Context: an optimization exercise on an open-source flow, tuned for small area. The choices shown serve that exercise and are no tape-out recipe. At most, simulation tests tie the RTL to the original design; equivalence was not proved. Power figures rest on the tool's default switching activity, not on a simulated workload.

==> job 7309 <==
==> flow/design.v <==
`default_nettype none
package wqe_fetch_pkg;
    localparam int WQE_WIDTH  = 512;
    localparam int WQE_BYTES  = WQE_WIDTH / 8;
    localparam int ADDR_WIDTH = 32;
    localparam int QPID_LSB   = 328;
    localparam int QPID_WIDTH = 4;
    localparam int QPID_MSB   = QPID_LSB + QPID_WIDTH - 1;
    localparam int PAD_WIDTH  = WQE_WIDTH - QPID_MSB - 1;
    typedef logic [ADDR_WIDTH-1:0] addr_t;
    typedef union packed {
        logic [WQE_WIDTH-1:0] raw;
        struct packed {
            logic [PAD_WIDTH-1:0]  pad;
            logic [QPID_WIDTH-1:0] qpn;
            logic [QPID_LSB-1:0]   body;
        } f;
    } wqe_u;
endpackage
`default_nettype wire
`timescale 1ns/100ps
`default_nettype none
import wqe_fetch_pkg::*;
module wqe_fetch_top
#(
    parameter int MAX_QP   = 16,
    parameter int SQ_DEPTH = 4096
)(
    input  logic                  clk,
    input  logic                  rst_n,
    output logic                  o_fetch_ready,
    input  logic                  i_arbit_val,
    input  logic [QPID_WIDTH-1:0] i_qp_idx,
    input  logic [MAX_QP-1:0]     i_active,
    input  logic [MAX_QP-1:0]     i_wqe_cache_alfull,
    input  logic [ADDR_WIDTH-1:0] i_sq_base,
    output logic [ADDR_WIDTH-1:0] o_axi_araddr,
    output logic                  o_axi_arvalid,
    input  logic                  i_axi_arready,
    input  logic [WQE_WIDTH-1:0]  i_axi_rdata,
    input  logic                  i_axi_rvalid,
    output logic                  o_axi_rready,
    output logic                  o_wqe_cache_wr,
    output logic [WQE_WIDTH-1:0]  o_wqe,
    input  logic [MAX_QP-1:0]     i_wqe_cache_full
);
    localparam int PI_WIDTH = $clog2(SQ_DEPTH);
    localparam int WQE_LSB  = $clog2(WQE_BYTES);
    logic                  iss;      
    logic                  rdv;      
    logic                  busy;
    logic                  grant;
    logic                  push;
    logic                  req_ok;
    logic [QPID_WIDTH-1:0] qp_q;
    logic [QPID_LSB-1:0]   body_q;
    logic [PI_WIDTH-1:0]   pi [MAX_QP];
    logic [MAX_QP-1:0]     pi_ok;
    logic [PI_WIDTH-1:0]   pi_rd;
    logic [PI_WIDTH-1:0]   pi_cur;
    logic [MAX_QP-1:0]     qsel;     
    assign grant  = o_fetch_ready & i_arbit_val;
    assign push   = o_wqe_cache_wr & ~(|(qsel & i_wqe_cache_full));
    assign req_ok = (|i_active) & ~(&i_wqe_cache_alfull);
    assign busy   = iss | o_axi_arvalid | o_axi_rready | rdv | o_wqe_cache_wr;
    always_ff @(posedge clk or negedge rst_n)
    begin
        if (!rst_n)
        begin
            o_fetch_ready  <= 1'b0;
            iss            <= 1'b0;
            o_axi_arvalid  <= 1'b0;
            o_axi_rready   <= 1'b0;
            rdv            <= 1'b0;
            o_wqe_cache_wr <= 1'b0;
        end
        else
        begin
            o_fetch_ready  <= req_ok & ((~busy & ~grant) | push);
            iss            <= grant;
            o_axi_arvalid  <= iss | (o_axi_arvalid & ~i_axi_arready);
            o_axi_rready   <= (o_axi_arvalid & i_axi_arready) | (o_axi_rready & ~i_axi_rvalid);
            rdv            <= o_axi_rready & i_axi_rvalid;
            o_wqe_cache_wr <= rdv | (o_wqe_cache_wr & (|(qsel & i_wqe_cache_full)));
        end
    end
    always_ff @(posedge clk)
    begin
        if (o_fetch_ready)
            qp_q <= i_qp_idx;
    end
    always_ff @(posedge clk)
    begin
        body_q <= ({QPID_LSB{o_axi_rready}}          & i_axi_rdata[QPID_LSB-1:0])
                | ({QPID_LSB{rdv | o_wqe_cache_wr}} & body_q);
    end
    always_comb
    begin
        for (int q = 0; q < MAX_QP; q++)
            qsel[q] = (qp_q == QPID_WIDTH'(q));
    end
    always_comb
    begin
        pi_rd = '0;
        for (int q = 0; q < MAX_QP; q++)
            pi_rd = pi_rd | ({PI_WIDTH{qsel[q] & pi_ok[q]}} & pi[q]);
    end
    always_ff @(posedge clk)
    begin
        pi_cur <= pi_rd;
    end
    always_ff @(posedge clk or negedge rst_n)
    begin
        if (!rst_n)
            pi_ok <= '0;
        else
            pi_ok <= pi_ok | ({MAX_QP{rdv}} & qsel);
    end
    always_ff @(posedge clk)
    begin
        for (int q = 0; q < MAX_QP; q++)
            if (rdv & qsel[q])
                pi[q] <= pi_inc;
    end
    logic [PI_WIDTH-1:0] pi_inc;
    always_comb
    begin
        logic c;
        c = 1'b1;
        for (int i = 0; i < PI_WIDTH; i++)
        begin
            pi_inc[i] = pi_cur[i] ^ c;
            c         = pi_cur[i] & c;
        end
    end
    localparam int AW = ADDR_WIDTH - WQE_LSB;
    localparam int GK = 4;
    localparam int NG = (AW + GK - 1) / GK;
    logic [AW-1:0] add_a, add_b, add_p, add_s;
    logic [NG-1:0] grp_g, grp_p;
    logic [NG:0]   grp_c;
    logic          rc;
    assign add_a = i_sq_base[ADDR_WIDTH-1:WQE_LSB];
    assign add_b = {{(AW-QPID_WIDTH-PI_WIDTH){1'b0}}, qp_q, pi_cur};
    assign add_p = add_a ^ add_b;
    always_comb
    begin
        for (int g = 0; g < NG; g++)
        begin
            grp_g[g] = 1'b0;
            grp_p[g] = 1'b1;
            for (int i = g * GK; i < (g + 1) * GK && i < AW; i++)
            begin
                grp_g[g] = (add_a[i] & add_b[i]) | (add_p[i] & grp_g[g]);
                grp_p[g] = grp_p[g] & add_p[i];
            end
        end
        begin
            logic [NG-1:0] pg, pp;
            pg = grp_g;
            pp = grp_p;
            for (int d = 1; d < NG; d = d * 2)
                for (int i = 2 * d - 1; i < NG; i = i + 2 * d)
                begin
                    pg[i] = pg[i] | (pp[i] & pg[i-d]);
                    pp[i] = pp[i] & pp[i-d];
                end
            for (int d = 8; d >= 1; d = d / 2)
                for (int i = 3 * d - 1; i < NG; i = i + 2 * d)
                begin
                    pg[i] = pg[i] | (pp[i] & pg[i-d]);
                    pp[i] = pp[i] & pp[i-d];
                end
            grp_c = {pg, 1'b0};
        end
        for (int g = 0; g < NG; g++)
        begin
            rc = grp_c[g];
            for (int i = g * GK; i < (g + 1) * GK && i < AW; i++)
            begin
                add_s[i] = add_p[i] ^ rc;
                rc = (add_a[i] & add_b[i]) | (add_p[i] & rc);
            end
        end
    end
    assign o_axi_araddr = {add_s, i_sq_base[WQE_LSB-1:0]};
    assign o_wqe = {{PAD_WIDTH{1'b0}}, qp_q, body_q};
endmodule
`default_nettype wire
==> flow/flow/run.sh <==
#!/bin/bash
# Standard ORFS layout with smaller port buffers and a lighter clock tree.
set -euo pipefail
here=$(cd "$(dirname "$0")" && pwd)
source "$here/knobs.sh"
bash standard.sh > standard.log 2>&1
==> flow/flow/knobs.sh <==
export BUFFER_PORTS_ARGS="-buffer_cell sky130_fd_sc_hd__buf_1"
export CTS_ARGS="-sink_clustering_enable -repair_clock_nets -buf_list {sky130_fd_sc_hd__clkbuf_8} -root_buf sky130_fd_sc_hd__clkbuf_16 -sink_clustering_size 20 -sink_clustering_max_diameter 60 -dont_use_dummy_load"
export PRE_IO_PLACEMENT_TCL="$here/pins.tcl"
export SKIP_REPAIR_TIE_FANOUT=1
export POST_FLOORPLAN_TCL="$here/ties.tcl"
==> flow/flow/pins.tcl <==
# Each body bit's input and output pins side by side, so each bit's register
# sits next to its pins and the registers stay in one corner.
set bottom {}
set left {}
for {set i 0} {$i < 328} {incr i} {
  if {$i < 200} {
    lappend bottom "i_axi_rdata\[$i\]" "o_wqe\[$i\]"
  } else {
    lappend left "i_axi_rdata\[$i\]" "o_wqe\[$i\]"
  }
}
set_io_pin_constraint -group -order -pin_names $bottom -region bottom:*
set_io_pin_constraint -group -order -pin_names $left -region left:*
# the constant-zero pad of the written WQE together on the top edge
set pad {}
for {set i 332} {$i < 512} {incr i} { lappend pad "o_wqe\[$i\]" }
set_io_pin_constraint -group -order -pin_names $pad -region top:*
==> flow/flow/ties.tcl <==
# The constant-zero outputs share tie cells in groups of consecutive bits
# (their pins sit side by side) instead of one tie cell per output.
set group_size 20
set block [ord::get_db_block]
set master [[ord::get_db] findMaster sky130_fd_sc_hd__conb_1]
set ties {}
foreach inst [$block getInsts] {
  if {[[$inst getMaster] getName] == "sky130_fd_sc_hd__conb_1"} { lappend ties $inst }
}
puts "ties.tcl: [llength $ties] tie cell(s) before regrouping"
set n_new 0
foreach tie $ties {
  set lo_net [[$tie findITerm LO] getNet]
  if {$lo_net == "NULL"} { continue }
  # loads keyed by the output port they lead to (through the synthesis buffer)
  set loads {}
  foreach it [$lo_net getITerms] {
    if {[$it isOutputSignal]} { continue }
    set key ""
    foreach o [[$it getInst] getITerms] {
      if {[$o isOutputSignal] && [$o getNet] != "NULL"} {
        foreach bt [[$o getNet] getBTerms] { set key [$bt getName] }
      }
    }
    if {[regexp {\[(\d+)\]} $key -> idx]} { lappend loads [list $idx $it] }
  }
  set loads [lsort -integer -index 0 $loads]
  set k 0
  for {set i $group_size} {$i < [llength $loads]} {incr i $group_size} {
    set inst [odb::dbInst_create $block $master "tie_lo_grp_[incr n_new]"]
    set net [odb::dbNet_create $block "tie_lo_grp_net_$n_new"]
    [$inst findITerm LO] connect $net
    foreach l [lrange $loads $i [expr {$i + $group_size - 1}]] {
      set it [lindex $l 1]
      $it disconnect
      $it connect $net
    }
  }
}
puts "ties.tcl: added $n_new tie cell(s)"
==> flow/standard.sh <==
#!/bin/bash
# synth_recipe.tcl (not shown) runs the flow's synth.tcl, then flattens the netlist and writes it again
# the make line also repeats each setting of config.mk as NAME=value (left out here)
make -C /OpenROAD-flow-scripts/flow DESIGN_CONFIG=/design/flow/config.mk WORK_HOME=/design/flow/orfs CLKGATE_MAP_FILE= SYNTH_SCRIPT=/design/flow/synth_recipe.tcl "${@:-finish}"
==> flow/config.mk <==
export PLATFORM = sky130hd
export DESIGN_NAME = wqe_fetch_top
export DESIGN_NICKNAME = wqe_fetch_top
export VERILOG_FILES = /design/flow/design.v
export SDC_FILE = /design/flow/constraint.sdc
export NUM_CORES = 4
export LEC_CHECK = 0
export CAP_MARGIN = 20
export CORE_AREA = 10 10 410 410
export DIE_AREA = 0 0 420 420
export SLEW_MARGIN = 20
==> flow/constraint.sdc <==
create_clock -name core_clock -period 8.0 [get_ports {clk}]
set_input_delay 1.6000 -clock core_clock [delete_from_list [all_inputs] [get_ports {clk}]]
set_output_delay 1.6000 -clock core_clock [all_outputs]
set_load 0.01 [all_outputs]
==> job 7820 (differences from job 7309) <==
--- a/flow/design.v
+++ b/flow/design.v
@@ -58,3 +58,2 @@
     logic [MAX_QP-1:0]     pi_ok;
-    logic [PI_WIDTH-1:0]   pi_rd;
     logic [PI_WIDTH-1:0]   pi_cur;
@@ -103,9 +102,5 @@
     begin
-        pi_rd = '0;
+        pi_cur = '0;
         for (int q = 0; q < MAX_QP; q++)
-            pi_rd = pi_rd | ({PI_WIDTH{qsel[q] & pi_ok[q]}} & pi[q]);
-    end
-    always_ff @(posedge clk)
-    begin
-        pi_cur <= pi_rd;
+            pi_cur = pi_cur | ({PI_WIDTH{qsel[q] & pi_ok[q]}} & pi[q]);
     end
@@ -122,63 +117,16 @@
             if (rdv & qsel[q])
-                pi[q] <= pi_inc;
+                pi[q] <= pi_cur + 1'b1;
     end
-    logic [PI_WIDTH-1:0] pi_inc;
+    localparam int AW = ADDR_WIDTH - WQE_LSB;
+    logic [AW-1:0] add_a, add_b, add_s;
+    logic [AW:0]   add_c;
+    assign add_a = i_sq_base[ADDR_WIDTH-1:WQE_LSB];
+    assign add_b = {{(AW-QPID_WIDTH-PI_WIDTH){1'b0}}, qp_q, pi_cur};
     always_comb
     begin
-        logic c;
-        c = 1'b1;
-        for (int i = 0; i < PI_WIDTH; i++)
+        add_c[0] = 1'b0;
+        for (int i = 0; i < AW; i++)
         begin
-            pi_inc[i] = pi_cur[i] ^ c;
-            c         = pi_cur[i] & c;
-        end
-    end
-    localparam int AW = ADDR_WIDTH - WQE_LSB;
-    localparam int GK = 4;
-    localparam int NG = (AW + GK - 1) / GK;
-    logic [AW-1:0] add_a, add_b, add_p, add_s;
-    logic [NG-1:0] grp_g, grp_p;
-    logic [NG:0]   grp_c;
-    logic          rc;
-    assign add_a = i_sq_base[ADDR_WIDTH-1:WQE_LSB];
-    assign add_b = {{(AW-QPID_WIDTH-PI_WIDTH){1'b0}}, qp_q, pi_cur};
-    assign add_p = add_a ^ add_b;
-    always_comb
-    begin
-        for (int g = 0; g < NG; g++)
-        begin
-            grp_g[g] = 1'b0;
-            grp_p[g] = 1'b1;
-            for (int i = g * GK; i < (g + 1) * GK && i < AW; i++)
-            begin
-                grp_g[g] = (add_a[i] & add_b[i]) | (add_p[i] & grp_g[g]);
-                grp_p[g] = grp_p[g] & add_p[i];
-            end
-        end
-        begin
-            logic [NG-1:0] pg, pp;
-            pg = grp_g;
-            pp = grp_p;
-            for (int d = 1; d < NG; d = d * 2)
-                for (int i = 2 * d - 1; i < NG; i = i + 2 * d)
-                begin
-                    pg[i] = pg[i] | (pp[i] & pg[i-d]);
-                    pp[i] = pp[i] & pp[i-d];
-                end
-            for (int d = 8; d >= 1; d = d / 2)
-                for (int i = 3 * d - 1; i < NG; i = i + 2 * d)
-                begin
-                    pg[i] = pg[i] | (pp[i] & pg[i-d]);
-                    pp[i] = pp[i] & pp[i-d];
-                end
-            grp_c = {pg, 1'b0};
-        end
-        for (int g = 0; g < NG; g++)
-        begin
-            rc = grp_c[g];
-            for (int i = g * GK; i < (g + 1) * GK && i < AW; i++)
-            begin
-                add_s[i] = add_p[i] ^ rc;
-                rc = (add_a[i] & add_b[i]) | (add_p[i] & rc);
-            end
+            add_s[i]   = add_a[i] ^ add_b[i] ^ add_c[i];
+            add_c[i+1] = (add_a[i] & add_b[i]) | (add_c[i] & (add_a[i] ^ add_b[i]));
         end
==> flow/flow/knobs.sh (replaced) <==
export BUFFER_PORTS_ARGS="-buffer_cell sky130_fd_sc_hd__buf_1"
export CTS_ARGS="-sink_clustering_enable -repair_clock_nets -buf_list {sky130_fd_sc_hd__clkbuf_4 sky130_fd_sc_hd__clkbuf_8} -root_buf sky130_fd_sc_hd__clkbuf_16 -sink_clustering_size 16 -sink_clustering_max_diameter 50 -dont_use_dummy_load"
export PRE_IO_PLACEMENT_TCL="$here/pins.tcl"
export SKIP_REPAIR_TIE_FANOUT=1
export POST_FLOORPLAN_TCL="$here/ties.tcl"
==> comparison <==
- In job 7820 the critical path depth is higher than in job 7309, by 20.
- Between job 7309 and job 7820, the lower via count is in job 7309 (gap about 4.3%, measured against job 7820).
- Against job 7820, the worst setup slack of job 7309 is higher by 3.6 ns.
- Job 7820 finished but fails on setup timing. Job 7309 ran to the end with no violations.
- Between job 7820 and job 7309, the lower combinational power is in job 7309 (gap 15%, measured against job 7309).
- In job 7309 the wire length is lower than in job 7820, by 3.2%.
- In job 7309 the final cell count is lower than in job 7820, by 3.3%.
Function not checked in job 7820: the RTL went through the layout flow alone.

## afterwards: timing with drivers on the ports
No port has a modelled driver above. Below, the same layouts with a new extraction and two added sets of constraints.
Step 1 assumes that a clkbuf_16 drives the clock port and a buf_2 every other input.
Step 2 times the ports against the registers' clock, not the clock port: input delays grow and output delays shrink by t, the midpoint of the rising clock arrivals with the driver on.
a / b / c = no drivers / after step 1 / after step 2; a / b = the first two.
| run | t (ns) | slack for setup (ns) | slew at the worst register clock pin (ns) | pins driven straight from the clock port |
|---|---|---|---|---|
| job 7309 | 0.609 | 1.174 / 1.143 / 1.143 | 0.12 / 0.12 | 1 |
| job 7820 | 0.638 | -2.421 / -2.482 / -1.960 | 0.10 / 0.10 | 1 |
For job 7309, which loses most, drivers alone change the setup slack by -0.031 ns; drivers and shift together by -0.031 ns.
